From an optimization exercise on the open Yosys and OpenROAD flow, aimed at small area, a short achievable clock period and few clock cycles per item; shortcuts taken in it are not production practice.
Only simulation tests tie the RTL to the original design; equivalence was not proved.
Power is estimated from default activity; no workload was simulated.

==> design/flow/design.v <==
package ssm_pkg;
  localparam int QUEUE_DEPTH = 16;
  localparam int PTR_W       = $clog2(QUEUE_DEPTH);
  localparam int CNT_W       = $clog2(QUEUE_DEPTH + 1);
  localparam int VALUE_W     = 32;
  localparam logic LIST_A = 1'b0;
  localparam logic LIST_B = 1'b1;
  typedef struct packed {
    logic                      list_select;
    logic signed [VALUE_W-1:0] element_value;
    logic                      list_end;
  } ssm_in_t;
  typedef struct packed {
    logic signed [VALUE_W-1:0] merged_value;
    logic                      source_list;
    logic                      merge_last;
    logic                      overflow;
  } ssm_out_t;
endpackage
module sorted_stream_merge_core (
  input  logic        clk,
  input  logic        rst,
  input  logic        push_valid,
  output logic        push_ready,
  input  logic [33:0] push_data,
  output logic        merge_valid,
  input  logic        merge_ready,
  output logic [34:0] merge_data
);
  localparam int DEPTH = ssm_pkg::QUEUE_DEPTH;
  localparam int PTR_W = ssm_pkg::PTR_W;
  localparam int CNT_W = ssm_pkg::CNT_W;
  localparam int VW    = ssm_pkg::VALUE_W;
  logic          s_valid;
  logic [33:0]   s_data;
  logic          p_valid;
  logic          p_list;
  logic signed [VW-1:0] p_val;
  logic          p_end;
  logic          r_valid;
  logic [34:0]   r_data;
  logic signed [VW-1:0] mem [DEPTH];
  logic [PTR_W-1:0] rd, wr;
  logic [CNT_W-1:0] cnt;
  logic             own;
  logic             end_a, end_b;
  assign push_ready  = !s_valid;
  assign merge_valid = r_valid;
  assign merge_data  = r_data;
  logic          rfree;
  logic signed [VW-1:0] head;
  logic          have, full, end_own, end_oth, drain, end_p, end_np, head_wins;
  assign rfree     = !r_valid || merge_ready;
  assign head      = mem[rd];
  assign have      = (cnt != '0);
  assign full      = (cnt == CNT_W'(DEPTH));
  assign end_own   = own ? end_b : end_a;
  assign end_oth   = own ? end_a : end_b;
  assign drain     = have && end_oth;
  assign end_p     = p_list ? end_b : end_a;
  assign end_np    = p_list ? end_a : end_b;
  assign head_wins = own ? (head < p_val) : !(p_val < head);
  logic          emit, e_src, e_last, e_ovf;
  logic [VW-1:0] e_val;
  logic          pop, write, p_take, set_end, clr_end, own_set;
  always_comb begin
    emit    = 1'b0;
    e_val   = head;
    e_src   = own;
    e_last  = 1'b0;
    e_ovf   = 1'b0;
    pop     = 1'b0;
    write   = 1'b0;
    p_take  = 1'b0;
    set_end = 1'b0;
    clr_end = 1'b0;
    own_set = 1'b0;
    if (drain) begin
      if (rfree) begin
        emit    = 1'b1;
        pop     = 1'b1;
        e_last  = (cnt == CNT_W'(1)) && end_own;
        clr_end = e_last;
      end
    end else if (p_valid) begin
      if (!have) begin
        if (end_np) begin
          if (rfree) begin
            emit    = 1'b1;
            e_val   = p_val;
            e_src   = p_list;
            e_last  = end_p || p_end;
            clr_end = e_last;
            p_take  = 1'b1;
          end
        end else begin
          write   = 1'b1;
          own_set = 1'b1;
          set_end = p_end;
          p_take  = 1'b1;
        end
      end else if (own == p_list) begin
        if (full) begin
          if (rfree) begin
            emit   = 1'b1;
            e_val  = '0;
            e_src  = 1'b0;
            e_ovf  = 1'b1;
            p_take = 1'b1;
          end
        end else begin
          write   = 1'b1;
          set_end = p_end;
          p_take  = 1'b1;
        end
      end else begin
        if (rfree) begin
          emit = 1'b1;
          if (head_wins) begin
            pop = 1'b1;
            if ((cnt == CNT_W'(1)) && !end_own) begin
              write   = 1'b1;
              own_set = 1'b1;
              set_end = p_end;
              p_take  = 1'b1;
            end
          end else begin
            e_val   = p_val;
            e_src   = p_list;
            set_end = p_end;
            p_take  = 1'b1;
          end
        end
      end
    end
  end
  always_ff @(posedge clk) begin
    if (rst) begin
      s_valid <= 1'b0;
      p_valid <= 1'b0;
      r_valid <= 1'b0;
      rd      <= '0;
      wr      <= '0;
      cnt     <= '0;
      end_a   <= 1'b0;
      end_b   <= 1'b0;
    end else begin
      if (!p_valid || p_take) begin
        p_valid <= s_valid || push_valid;
        s_valid <= 1'b0;
      end else if (push_valid && !s_valid) begin
        s_valid <= 1'b1;
      end
      if (emit) begin
        r_valid <= 1'b1;
      end else if (merge_ready) begin
        r_valid <= 1'b0;
      end
      if (pop)   rd <= rd + PTR_W'(1);
      if (write) wr <= wr + PTR_W'(1);
      cnt <= cnt + CNT_W'(write) - CNT_W'(pop);
      if (clr_end) begin
        end_a <= 1'b0;
        end_b <= 1'b0;
      end else if (set_end) begin
        if (p_list) end_b <= 1'b1;
        else        end_a <= 1'b1;
      end
    end
  end
  always_ff @(posedge clk) begin
    if (!p_valid || p_take) begin
      if (s_valid) begin
        {p_list, p_val, p_end} <= s_data;
      end else begin
        {p_list, p_val, p_end} <= push_data;
      end
    end
    if (push_valid && !s_valid) begin
      s_data <= push_data;
    end
    if (emit) begin
      r_data <= {e_val, e_src, e_last, e_ovf};
    end
    if (own_set) begin
      own <= p_list;
    end
    if (write) begin
      mem[wr] <= p_val;
    end
  end
endmodule
==> design/flow/run.sh <==
#!/bin/bash
# synth_recipe.tcl (not shown) runs the flow's synth.tcl, then flattens the netlist and writes it again
# the make line also repeats each setting of config.mk as NAME=value (left out here)
make -C /OpenROAD-flow-scripts/flow DESIGN_CONFIG=/design/flow/config.mk WORK_HOME=/design/flow/orfs CLKGATE_MAP_FILE= SYNTH_SCRIPT=/design/flow/synth_recipe.tcl finish
==> design/flow/config.mk <==
export PLATFORM = sky130hd
export DESIGN_NAME = sorted_stream_merge_core
export DESIGN_NICKNAME = sorted_stream_merge_core
export VERILOG_FILES = /design/flow/design.v
export SDC_FILE = /design/flow/constraint.sdc
export NUM_CORES = 4
export LEC_CHECK = 0
export CAP_MARGIN = 20
export CORE_MARGIN = 2
export CORE_UTILIZATION = 40
export PLACE_DENSITY = 0.6
export SLEW_MARGIN = 20
==> design/flow/constraint.sdc <==
create_clock -name core_clock -period 8.0 [get_ports {clk}]
set_input_delay 1.6000 -clock core_clock [delete_from_list [all_inputs] [get_ports {clk}]]
set_output_delay 1.6000 -clock core_clock [all_outputs]
set_load 0.01 [all_outputs]
==> notes.md <==
## metrics by stage
step | total power (W) | hold WS [ns] | instance area [um2] | setup slack, ns | cells
after CTS | 0.008759 | 0.5449 | 30040 | 1.537 | 2381
after global placement | 0.005719 | 0.5178 | 27920 | 1.606 | 2265
after floorplan | 0.005155 | 0.4206 | 25950 | 1.581 | 1361
after global routing | 0.009045 | 0.5592 | 30040 | 1.167 | 2381
final | 0.008685 | 0.5289 | 30040 | 1.583 | 2381
after detailed placement | 0.005736 | 0.5339 | 27920 | 1.566 | 2265
## cell families (layout without fill, tap and decap cells)
group	count (synthesis)	count (layout)	share of synthesized area
flip-flops	638	638	0.7297
AO/OA/AOI/OAI	161	161	0.03500
adder cells (fa/ha/maj)	44	44	0.02150
AND/OR/NAND/NOR	191	191	0.03582
XOR/XNOR	7	7	0.002362
buffers and inverters	119	284	0.01919
multiplexers	201	201	0.1565
## tightest hold or removal path: stages, from the launching register on
cell and delay, ns:
dfxtp_1 0.32, nand2_1 0.06, mux2i_1 0.08
## cells in the final DEF, fill, tap and decap left out, drive strengths merged, types with 2 or more instances in the layout
master / instances
a2111oi: 2
a211oi: 2
a21o: 4
a21oi: 93
a22o: 2
a31oi: 2
and2: 2
and3: 9
buf: 44
bufinv: 4
clkbuf: 86
clkdlybuf4s50: 74
clkinv: 21
clkinvlp: 3
dfxtp: 22
edfxtp: 616
ha: 43
inv: 52
mux2: 38
mux2i: 3
mux4: 160
nand2: 30
nand2b: 4
nand3: 46
nand4: 10
nor2: 63
nor2b: 8
nor3: 9
nor3b: 2
nor4: 2
o211ai: 3
o21ai: 44
or3: 2
xnor2: 4
xor2: 3
## flip-flops by register name, summed over array words and instances (netlist names), 4 cells and up, named ones only
name	flops
cnt	5
wr	4
rd	4
p_val	32
s_data	34
r_data	35
mem	512
## path summary, 6_finish.rpt
check,startpoint,end,cells after the start,slack (ns)
worst min-delay path,rd[1],register,2,0.53
worst max-delay path,register,cnt[4],22,1.58
worst min register to register,rd[1],register,2,0.53
worst max register to register,register,cnt[4],22,1.58
## power breakdown
group / total, W / internal [W] / switching (W) / leakage [nW]
Combinational: 0.00153 / 0.000625 / 0.000907 / 2.73
Sequential: 0.00415 / 0.00396 / 0.000188 / 5.81
Clock: 0.00301 / 0.00175 / 0.00125 / 1.03
## layer usage
| metal | GRT usage | part of all wire | up-vias |
|---|---|---|---|
| met5 | 0 | 0.00016 | - |
| met4 | 0.05202 | 0.023 | 2 |
| met3 | 0.04245 | 0.073 | 102 |
| met2 | 0.2845 | 0.47 | 528 |
| met1 | 0.2654 | 0.44 | 7046 |
| li1 | - | - | 5775 |
## area by class of cell
class                   instances  area, um2  share of cell area
flip-flops and latches        638      18950              0.6308
multi-input cells             604       6608              0.2200
clock buffers                  86       1833             0.06102
repair buffers                118       1109             0.03690
well taps                     855       1070             0.03561
clock inverters                30      285.3            0.009496
inverters                      50      187.7            0.006247
==> results.yml <==
outcome:
  outcome: "timing/DRC/antenna clean"
critical_path:
  crit_type: "register to register"
  arrival_ns: 6.86
  path_cells: "buf_12, mux4_2, mux4_2, inv_1, ha_1, nand2_1, o21ai_0, a221oi_1, nor3_1, o41ai_2, a21oi_2, inv_1, ha_1, inv_1, ha_1, inv_1, fa_1, inv_1, a21oi_1, nor2_1, or3_1, a21oi_1"
  crit_path_end_kind: "register"
  cpMaxStageDelayCell: "dfxtp_4"
  path_buf_inv: 6
  critical_path_peak_fanout: 56
  required_ns: 8.45
  startpoint_type: "register"
  slowest_delay_ns: 0.69
  cp_common_cell: "inv_1"
  cp_top_family: "compound AO/OA/AOI/OAI gates"
global_route:
  grt_max_degree: 57
  grt_use_total: 0.1849
  grt_pass1_wl_um: 90210
  grt_overflow: 0
  grt_antenna_before_repair: 1
  grt_pass1_vias: 13760
synthesis:
  synth_most_common_cell: "edfxtp_1"
  ys_seq_area_frac: 0.7297
  yosysUniqueCellTypes: 57
  ys_warn_count: 1
  synthesis.area_um2: 25950
  synth_top_area_share: 0.7127
  synth_edf_count: 616
  avgSynthCellArea_um2: 19.07
  synth_commonest_cells: "edfxtp_1 (616), mux4_2 (160), a21oi_1 (92), nor2_1 (61), inv_1 (50)"
  synthCells: 1361
  synth_flop_cell: "edfxtp_1"
  synthArstFlopShare: 0
  synthTopCellsByArea: "edfxtp_1 (71%), mux4_2 (14%), ha_1 (2.1%)"
  ys_ff_latch: 638
  synth_fp_nets: 1443
  synth_top_area_cell: "edfxtp_1"
finish:
  nFillCells: 5327
  fin_nets: 1562
  diodes: 0
  utilization: 0.4669
  layout-drive-gt1-share: 0.2438
  syn_to_final_growth_pct: 15.74
sta:
  finalHoldViolCount: 0
  report.final.slew_viol_count: 0
  period_minus_slack_ns: 6.417
  setup_tns_ns: 0
  skew_ns: 0.02448
  fmax_mhz: 155.8
  slew_headroom: 0.3133
  setup_viol: 0
  max_slew.worst_pin.slew_ns: 1.029
  finalCritPeriodShare: 0.8021
  rsz0062_at_grt: "no"
clocking:
  htreeDepth: 3
  cts.sinks: 638
  cts_root_buf: "clkbuf_16"
  clock_latency_ns: 0.60
  post_cts_buffers: 0
  post_cts_resized: 0
  cts.hold.buffers_added: 0
  numCtsBuffers: 68
  clk_pin_slew_worst_paths_ns: 0.06
  cts_tree: "done"
  clock_path_buffers: 3
die:
  rows: 93
  initial_core_util: 0.4034
  pin_count: 75
  dieArea_um2: 66940
  die_width_um: 258.7
  core_um2: 64350
  die_h_um: 258.7
min_path:
  hold_class: "register to register"
placement:
  port_buffers: 74
  gp_congestion: 0.7969
  place_hpwl_um: 35740
routing:
  wire_per_inst_um: 25.63
  vias_per_cell: 5.650
  vias: 13453
  drt_iter0_drc: 1319
  drc: 0
  first_pass_iters: 7
  wirelength_um: 61020
  detail-route-antenna-nets: 0
power:
  p_per_area_nw_per_um2: 289.1
  ir_drop_mv: 0.1702
  cellLeakagePower_nw: 9.567
flow_run:
  max-cap-violations: 0
Testbench counts, summed over its fixed seeds: cycles 5,696, items 4,231.

[static timing again, ports no longer ideal]
The results above use ideal ports. As a check the final layout listed here was re-extracted and re-timed, cells and wires unchanged. Step 1: set_driving_cell puts a clkbuf_16 on clk and a buf_2 on each other input, an assumption about the parent block. Step 2 also shifts input and output timing later by t, the mid clock arrival at the registers, as if the neighbouring blocks saw the same clock. Slacks: ideal ports / drivers / drivers and shift; pairs: ideal ports / drivers.
t, ns: 0.655
slack for setup (ns): 1.583 / 1.583 / 1.583
worst setup path at the end: register to register
slew at the worst register clock pin (ns): 0.06 / 0.06
pins driven straight from the clock port: 1
After both steps setup and hold are still met in this run. For this run, drivers alone change the setup slack by 0.000 ns; drivers and shift together by 0.000 ns.
